This is an optimization exercise on Yosys and OpenROAD, whose aim is small area and a short achievable clock period, not a production implementation. In this exercise RTL edits were held to simulation tests only and were not proved equivalent to the original. No activity file was given, so power comes from the tool's default toggle rates.

run 1:
==> flow/design.v (excerpt) <==
module sram_bank #(
    parameter int ADDR_WIDTH = 5,
    parameter int DATA_WIDTH = 64
) (
    input  logic                    clk,
    input  logic                    rst_n,
    input  logic                    req_valid,
    output logic                    req_ready,
    input  logic                    req_we,
    input  logic [ADDR_WIDTH-1:0]   req_addr,
    input  logic [DATA_WIDTH-1:0]   req_wdata,
    input  logic [DATA_WIDTH/8-1:0] req_be,
    output logic                    rsp_valid,
    input  logic                    rsp_ready,
    output logic [DATA_WIDTH-1:0]   rsp_rdata,
    output logic                    init_busy
);
Settings: LEC_CHECK=0, CAP_MARGIN=20, CORE_MARGIN=2, CORE_UTILIZATION=60, GPL_TIMING_DRIVEN=0, SETUP_SLACK_MARGIN=2.6, SLEW_MARGIN=20, SYNTH_HIERARCHICAL=1, SYNTH_MINIMUM_KEEP_SIZE=0; clock period 5.0 ns.
standard.sh (not shown) runs the stock make flow with config.mk's settings and CLKGATE_MAP_FILE= SYNTH_SCRIPT=/design/flow/synth_recipe.tcl, a recipe that flattens the netlist after the stock synthesis.
==> flow/flow/run.sh <==
#!/bin/bash
# Standard ORFS layout (the standard.sh) with three changes:
#  - port buffers are sky130_fd_sc_hd__buf_2 cells,
#  - the resizer may swap a cell for one of another footprint,
#  - CTS clusters up to 25 sinks within 80 um and inserts no dummy loads.
# make's full output goes to flow_make.log here; ORFS's per-step logs stay
# under orfs/logs/.
set -euo pipefail
bash standard.sh \
  MATCH_CELL_FOOTPRINT=0 \
  "BUFFER_PORTS_ARGS=-buffer_cell sky130_fd_sc_hd__buf_2" \
  "CTS_ARGS=-sink_clustering_enable -repair_clock_nets -dont_use_dummy_load -sink_clustering_size 25 -sink_clustering_max_diameter 80" \
  finish > flow_make.log 2>&1
The following lists how run 2 was set up differently from run 1:
Settings: removing GPL_TIMING_DRIVEN (formerly 0); changing CORE_UTILIZATION from 60 to 50.
[summary]
- In the flow results for run 2 and run 1, the HPWL reported at the end of detailed placement is smaller on run 2.
- Run 2 ends up with lower part of the cycle the worst path needs than run 1 does.
- | number of vias per cell | run 2 vs run 1 | 0.47 lower |
- [run 2] well-tap cell count rose 23% relative to run 1
- Run 2 ends up with a number of global-route vias before repair that is 2402 lower than in run 1.
- Relative to run 1, final cell count without fillers has gone up in run 2.
- Run 2 vs. run 1: proportion of cell area occupied by multi-input gates went up by 0.41 points.
- Run 2 vs run 1, synthesis-to-finish area growth went down by 3.0 points.
- Via count is lower on run 2
- Of run 2 and run 1, the higher cell area power density belongs to run 2.
- Lower share of total power in combinational logic among run 2 and run 1: run 2
### run 2 -> run 3
Settings: CORE_UTILIZATION now 60, was 50.
## What came out
- The flow did not stop early for run 3: all stages ran, and the layout cleared the timing, DRC and antenna checks.
- The number of detailed-route iterations in the first pass of run 3 is higher than that of run 2.
- Higher global routing met2 resource utilization goes to run 3 over run 2.
- Delta(initial antenna violation count, run 3 - run 2) < 0
- Run 3 vs. run 2: overall power after layout went down by 0.68%.
- Run 3 vs. run 2: initial core utilization saw an increase, first-pass GRT wire length saw a decrease, number of global-route vias before repair saw an increase.
- Looking at critical path capture point, the init_busy result is from run 2; the req_ready one comes from run 3.

* * *

The RTL this note starts from:
==> flow/design.v <==
module sram_aoi222 (
    input  logic a1, a2, b1, b2, c1, c2,
    output logic y
);
    assign y = !((a1 && a2) || (b1 && b2) || (c1 && c2));
endmodule
module sram_aoi22 (
    input  logic a1, a2, b1, b2,
    output logic y
);
    assign y = !((a1 && a2) || (b1 && b2));
endmodule
module sram_andn #(
    parameter int N = 11
) (
    input  logic [N-1:0] t,
    output logic         y_n
);
    assign y_n = &t;
endmodule
module sram_lane (
    input  logic word_n,
    input  logic byte_n,
    output logic en
);
    assign en = !(word_n || byte_n);
endmodule
module sram_rdbit #(
    parameter int N = 32
) (
    input  logic [N-1:0] sel,
    input  logic [N-1:0] d,
    input  logic         ld_n,
    input  logic         hold_n,
    output logic         y_n
);
    localparam int NG = (N + 1) / 3;
    logic [N:0]    s_all;
    logic [N:0]    d_all;
    logic [NG-1:0] t;
    assign s_all = {ld_n, sel};
    assign d_all = {!hold_n, d};
    if (3*NG != N + 1) begin : g_bad
        $error("sram_rdbit: N + 1 must be a multiple of 3");
    end
    for (genvar g = 0; g < NG; g++) begin : g_aoi
        sram_aoi222 u_aoi (
            .a1(s_all[3*g]),   .a2(d_all[3*g]),
            .b1(s_all[3*g+1]), .b2(d_all[3*g+1]),
            .c1(s_all[3*g+2]), .c2(d_all[3*g+2]),
            .y(t[g])
        );
    end
    sram_andn #(.N(NG)) u_or (.t(t), .y_n(y_n));
endmodule
module sram_bank #(
    parameter int ADDR_WIDTH = 5,
    parameter int DATA_WIDTH = 64
) (
    input  logic                    clk,
    input  logic                    rst_n,
    input  logic                    req_valid,
    output logic                    req_ready,
    input  logic                    req_we,
    input  logic [ADDR_WIDTH-1:0]   req_addr,
    input  logic [DATA_WIDTH-1:0]   req_wdata,
    input  logic [DATA_WIDTH/8-1:0] req_be,
    output logic                    rsp_valid,
    input  logic                    rsp_ready,
    output logic [DATA_WIDTH-1:0]   rsp_rdata,
    output logic                    init_busy
);
    localparam int DEPTH = 2 ** ADDR_WIDTH;
    localparam int NB    = DATA_WIDTH / 8;
    localparam int LO    = ADDR_WIDTH / 2;          
    localparam int HI    = ADDR_WIDTH - LO;
    logic [DATA_WIDTH-1:0] mem_q [DEPTH];
    logic                  done_q;
    logic                  done_o_q;
    logic                  done_r_q;
    logic [ADDR_WIDTH-1:0] init_cnt;
    logic                  last_cnt;
    assign last_cnt = &init_cnt;
    always_ff @(posedge clk or negedge rst_n) begin
        if (!rst_n) begin
            done_q   <= 1'b0;
            done_o_q <= 1'b0;
            done_r_q <= 1'b0;
            init_cnt <= '0;
        end else begin
            done_q   <= done_q   || last_cnt;
            done_o_q <= done_o_q || last_cnt;
            done_r_q <= done_r_q || last_cnt;
            if (!done_q) init_cnt <= init_cnt + 1'b1;
        end
    end
    logic rv_q;
    logic rv_r_q;
    assign init_busy = rst_n && !done_o_q;
    assign req_ready = done_r_q && (!rv_r_q || rsp_ready);
    logic rsp_ld;        
    logic acc;           
    assign rsp_ld = !rv_q || rsp_ready;
    assign acc    = req_valid && rsp_ld;
    logic [ADDR_WIDTH-1:0] w_addr;
    logic [NB-1:0]         w_byte_n;
    logic [DATA_WIDTH-1:0] w_data;
    logic [2**LO-1:0]      w_lo;
    logic [2**HI-1:0]      w_hi;
    logic [DEPTH-1:0]      w_word_n;
    assign w_addr   = done_q ? req_addr : init_cnt;
    assign w_byte_n = done_q ? ~(req_be & {NB{acc && req_we}}) : '0;
    assign w_data   = done_q ? req_wdata : '0;
    always_comb begin
        for (int j = 0; j < 2**LO; j++) w_lo[j] = (w_addr[LO-1:0] == LO'(j));
        for (int k = 0; k < 2**HI; k++) w_hi[k] = (w_addr[ADDR_WIDTH-1:LO] == HI'(k));
        for (int w = 0; w < DEPTH; w++) w_word_n[w] = !(w_lo[w % 2**LO] && w_hi[w / 2**LO]);
    end
    for (genvar w = 0; w < DEPTH; w++) begin : g_word
        for (genvar b = 0; b < NB; b++) begin : g_byte
            logic lane_en;
            sram_lane u_lane (.word_n(w_word_n[w]), .byte_n(w_byte_n[b]), .en(lane_en));
            always_ff @(posedge clk) begin
                if (lane_en) begin
                    mem_q[w][8*b +: 8] <= w_data[8*b +: 8];
                end
            end
        end
    end
    logic                  rd_accept;
    logic [2**LO-1:0]      r_lo;
    logic [2**HI-1:0]      r_hi;
    logic [DEPTH-1:0]      rsel;
    logic                  rsp_ld_n;
    logic [DATA_WIDTH-1:0] rword_n;
    logic [DATA_WIDTH-1:0] rdata_n_q;
    assign rd_accept = done_q && acc && !req_we;
    always_comb begin
        for (int j = 0; j < 2**LO; j++) r_lo[j] = (req_addr[LO-1:0] == LO'(j));
        for (int k = 0; k < 2**HI; k++) r_hi[k] = rsp_ld && (req_addr[ADDR_WIDTH-1:LO] == HI'(k));
        for (int w = 0; w < DEPTH; w++) rsel[w] = r_lo[w % 2**LO] && r_hi[w / 2**LO];
    end
    assign rsp_ld_n = !rsp_ld;
    for (genvar i = 0; i < DATA_WIDTH; i++) begin : g_rd
        logic [DEPTH-1:0] col;
        for (genvar w = 0; w < DEPTH; w++) begin : g_col
            assign col[w] = mem_q[w][i];
        end
        sram_rdbit #(.N(DEPTH)) u_rd (
            .sel(rsel), .d(col), .ld_n(rsp_ld_n), .hold_n(rdata_n_q[i]), .y_n(rword_n[i])
        );
    end
    always_ff @(posedge clk or negedge rst_n) begin
        if (!rst_n) begin
            rsp_valid <= 1'b0;
            rv_q      <= 1'b0;
            rv_r_q    <= 1'b0;
        end else begin
            if (!rsp_valid || rsp_ready) rsp_valid <= rd_accept;
            if (!rv_q      || rsp_ready) rv_q      <= rd_accept;
            if (!rv_r_q    || rsp_ready) rv_r_q    <= rd_accept;
        end
    end
    always_ff @(posedge clk) begin
        rdata_n_q <= rword_n;
    end
    assign rsp_rdata = ~rdata_n_q;
endmodule
==> flow/config.mk <==
export PLATFORM = sky130hd
export DESIGN_NAME = sram_bank
export DESIGN_NICKNAME = sram_bank
export VERILOG_FILES = /design/flow/design.v
export SDC_FILE = /design/flow/constraint.sdc
export NUM_CORES = 4
export LEC_CHECK = 0
export CAP_MARGIN = 20
export CORE_MARGIN = 2
export CORE_UTILIZATION = 60
export SETUP_SLACK_MARGIN = 2.75
export SLEW_MARGIN = 20
export SYNTH_HIERARCHICAL = 1
export SYNTH_MINIMUM_KEEP_SIZE = 0
==> flow/constraint.sdc <==
create_clock -name core_clock -period 5.0 [get_ports {clk}]
set_input_delay 1.0000 -clock core_clock [delete_from_list [all_inputs] [get_ports {clk}]]
set_output_delay 1.0000 -clock core_clock [all_outputs]
set_load 0.01 [all_outputs]
Scripts as last shown in full above: flow/flow/run.sh
The baseline completed with no timing, DRC or antenna violations.
Next try:
- CAP_MARGIN: 20 -> 5
- SETUP_SLACK_MARGIN: 2.75 -> 2.6
- SLEW_MARGIN: 20 -> 5
The changed run ran to the end with no violations.
Routed wire length is lower by 11%.
Cell area fell by 4.8%.
Die area does not change.
Global-route usage is lower by 3.9 points.
Non-clock buffer count drops by 236.
Setup slack gets better by 160 ps.
Total power drops by 1.5%.
Critical path depth is lower by 3.
Cell count is lower by 3.9%.
Next try:
- CAP_MARGIN: 5 -> 20
- SETUP_SLACK_MARGIN: 2.6 -> 2.5
- SLEW_MARGIN: 5 -> 20
Outcome:
- total power is about the same
- non-clock buffer count drops by 44
- register-to-register slack is worse by 170 ps
- global-route usage drops by 0.69 points

* * *

RTL: the design.v shown in full above, as it stands there.
==> flow/config.mk <==
export PLATFORM = sky130hd
export DESIGN_NAME = sram_bank
export DESIGN_NICKNAME = sram_bank
export VERILOG_FILES = /design/flow/design.v
export SDC_FILE = /design/flow/constraint.sdc
export NUM_CORES = 4
export LEC_CHECK = 0
export CAP_MARGIN = 20
export CORE_MARGIN = 2
export CORE_UTILIZATION = 60
export PLACE_DENSITY = 0.72
export SETUP_SLACK_MARGIN = 2.6
export SLEW_MARGIN = 20
export SYNTH_HIERARCHICAL = 1
export SYNTH_MINIMUM_KEEP_SIZE = 0
==> flow/constraint.sdc <==
create_clock -name core_clock -period 5.0 [get_ports {clk}]
set_input_delay 1.0000 -clock core_clock [delete_from_list [all_inputs] [get_ports {clk}]]
set_output_delay 1.0000 -clock core_clock [all_outputs]
set_load 0.01 [all_outputs]
Scripts as last shown in full above: flow/flow/run.sh
The starting point went through all stages and came out clean.
Edit:
==> flow/flow/run.sh (replaced) <==
#!/bin/bash
# Standard ORFS layout (the standard.sh) with these changes:
#  - port buffers are sky130_fd_sc_hd__buf_2 cells,
#  - the resizer may swap a cell for one of another footprint,
#  - CTS clusters up to 25 sinks within 80 um and inserts no dummy loads,
#  - no timing repair at floorplan (it has no wire parasitics yet); the
#    buffers synthesis inserted are removed there instead.
# make's full output goes to flow_make.log here; ORFS's per-step logs stay
# under orfs/logs/.
set -euo pipefail
bash standard.sh \
  MATCH_CELL_FOOTPRINT=0 \
  REMOVE_ABC_BUFFERS=1 \
  "BUFFER_PORTS_ARGS=-buffer_cell sky130_fd_sc_hd__buf_2" \
  "CTS_ARGS=-sink_clustering_enable -repair_clock_nets -dont_use_dummy_load -sink_clustering_size 25 -sink_clustering_max_diameter 80" \
  finish > flow_make.log 2>&1
Settings changed: PLACE_DENSITY 0.72 to default.
The changed run completed without violations.
Routed wire length rises slightly.
Global-route usage rises by 0.30 points.
Final area rises slightly.
Setup slack is better by 0.12 ns.
Edit:
==> flow/flow/run.sh (replaced) <==
#!/bin/bash
# Standard ORFS layout (the standard.sh) with three changes:
#  - port buffers are sky130_fd_sc_hd__buf_2 cells,
#  - the resizer may swap a cell for one of another footprint,
#  - CTS clusters up to 25 sinks within 80 um and inserts no dummy loads.
# make's full output goes to flow_make.log here; ORFS's per-step logs stay
# under orfs/logs/.
set -euo pipefail
bash standard.sh \
  MATCH_CELL_FOOTPRINT=0 \
  "BUFFER_PORTS_ARGS=-buffer_cell sky130_fd_sc_hd__buf_2" \
  "CTS_ARGS=-sink_clustering_enable -repair_clock_nets -dont_use_dummy_load -sink_clustering_size 25 -sink_clustering_max_diameter 80" \
  finish > flow_make.log 2>&1
Settings changed: TNS_END_PERCENT from default to 30.
=>
- wire length shrinks by about 0.7%
- clock-buffer cell count rises by 2
- setup slack loses 0.018 ns
- fmax came out lower by about 0.7%
- cell area fell by about 1.3%
- first-iteration DRC count decreases by 6.8%
- core utilization is lower by 0.94 points
- sequential power stays flat
- sequential cell count does not change
- area after synthesis does not change

* * *

## old
Another version of the RTL of sram_bank (not shown whole).
Size: roughly 3600 cells after synthesis, ~0.075 sq mm of cells after synthesis.
export LEC_CHECK = 0
export CAP_MARGIN = 20
export CORE_MARGIN = 2
export CORE_UTILIZATION = 60
export SETUP_SLACK_MARGIN = 2.6
export SLEW_MARGIN = 20
export SYNTH_HIERARCHICAL = 1
export SYNTH_MINIMUM_KEEP_SIZE = 0
create_clock -name core_clock -period 5.0 [get_ports {clk}]
==> flow/flow/run.sh <==
#!/bin/bash
# Standard ORFS layout (the standard.sh) with three changes:
#  - port buffers are sky130_fd_sc_hd__buf_2 cells,
#  - the resizer may swap a cell for one of another footprint,
#  - CTS clusters up to 25 sinks within 80 um and inserts no dummy loads.
# make's full output goes to flow_make.log here; ORFS's per-step logs stay
# under orfs/logs/.
set -euo pipefail
bash standard.sh \
  MATCH_CELL_FOOTPRINT=0 \
  "BUFFER_PORTS_ARGS=-buffer_cell sky130_fd_sc_hd__buf_2" \
  "CTS_ARGS=-sink_clustering_enable -repair_clock_nets -dont_use_dummy_load -sink_clustering_size 25 -sink_clustering_max_diameter 80" \
  finish > flow_make.log 2>&1
> inputs changed (old -> new)
# old
export LEC_CHECK = 0
export CAP_MARGIN = 20
export CORE_MARGIN = 2
export CORE_UTILIZATION = 60
export SETUP_SLACK_MARGIN = 2.6
export SLEW_MARGIN = 20
export SYNTH_HIERARCHICAL = 1
export SYNTH_MINIMUM_KEEP_SIZE = 0
create_clock -name core_clock -period 5.0 [get_ports {clk}]
# new
export LEC_CHECK = 0
export CAP_MARGIN = 20
export CORE_MARGIN = 2
export CORE_UTILIZATION = 60
export CTS_CLUSTER_DIAMETER = 80
export CTS_CLUSTER_SIZE = 25
export SETUP_SLACK_MARGIN = 2.45
export SLEW_MARGIN = 20
export SYNTH_HIERARCHICAL = 1
export SYNTH_MINIMUM_KEEP_SIZE = 0
create_clock -name core_clock -period 5.0 [get_ports {clk}]
==> flow/run.sh (new file) <==
#!/bin/bash
# synth_recipe.tcl (not shown) runs the flow's synth.tcl, then flattens the netlist and writes it again
# the make line also repeats each setting of config.mk as NAME=value (left out here)
make -C /OpenROAD-flow-scripts/flow DESIGN_CONFIG=/design/flow/config.mk WORK_HOME=/design/flow/orfs CLKGATE_MAP_FILE= SYNTH_SCRIPT=/design/flow/synth_recipe.tcl finish
removed: flow/flow/run.sh
removed: flow/standard.sh
==> comparison <==
The clock power of new was inferior to that of old. Placed cell area: lower on old. The number of cells after detailed placement on old is in line with that on new. Sequential share of layout area ends up lower on old. Looking at register-to-register slack, new sits 240 ps lower than old does. As far as adder-cell share of the synthesized area goes, new and old are indistinguishable; the numbers are identical. Proportion of total power due to net switching: new vs old — no meaningful difference. In new relative to old, total wire length had gone down slightly. In the flow results for new and old, the worst hold margin is smaller on old. Lower proportion of power drawn by the clock network among new and old: old.

==> port drivers added, routing unchanged <==
The flow's constraints put no driver on any port. The routed layouts listed below were extracted and timed again, unchanged, in two steps. Step 1: set_driving_cell puts a clkbuf_16 on clk and a buf_2 on each other input, an assumption about the parent block. Step 2 times the ports against the registers' clock, not the clock port: input delays grow and output delays shrink by t, the midpoint of the rising clock arrivals with the driver on. Three values: no drivers, after step 1, after step 2; two values: the first two.
run	shift t [ns]	setup WS [ns]	worst setup path after step 2	slew at the worst register clock pin (ns)
run 1	0.772	2.278 / 2.266 / 1.494	input to register	0.11 / 0.11
run 2	0.791	2.435 / 2.232 / 1.622	input to register	0.10 / 0.10
run 3	0.788	2.528 / 2.461 / 1.673	input to register	0.10 / 0.10
the first run of note 2	0.782	2.347 / 2.318 / 1.536	input to register	0.10 / 0.10
the second run of note 2	0.784	2.503 / 2.412 / 1.628	input to register	0.10 / 0.10
the third run of note 2	0.786	2.311 / 2.274 / 1.488	input to register	0.10 / 0.10
the first run of note 3	0.770	2.330 / 2.221 / 1.451	input to register	0.10 / 0.10
the second run of note 3	0.780	2.451 / 2.372 / 1.591	input to register	0.10 / 0.10
the third run of note 3	0.788	2.432 / 2.414 / 1.657	input to register	0.10 / 0.10
old	0.776	2.351 / 2.211 / 1.435	input to register	0.10 / 0.10
new	0.800	2.260 / 2.166 / 1.366	input to register	0.10 / 0.10
After both steps setup and hold are still met in every run listed. The setup slack of old, which loses most, moves by -0.140 ns with the drivers and by -0.916 ns with both steps.
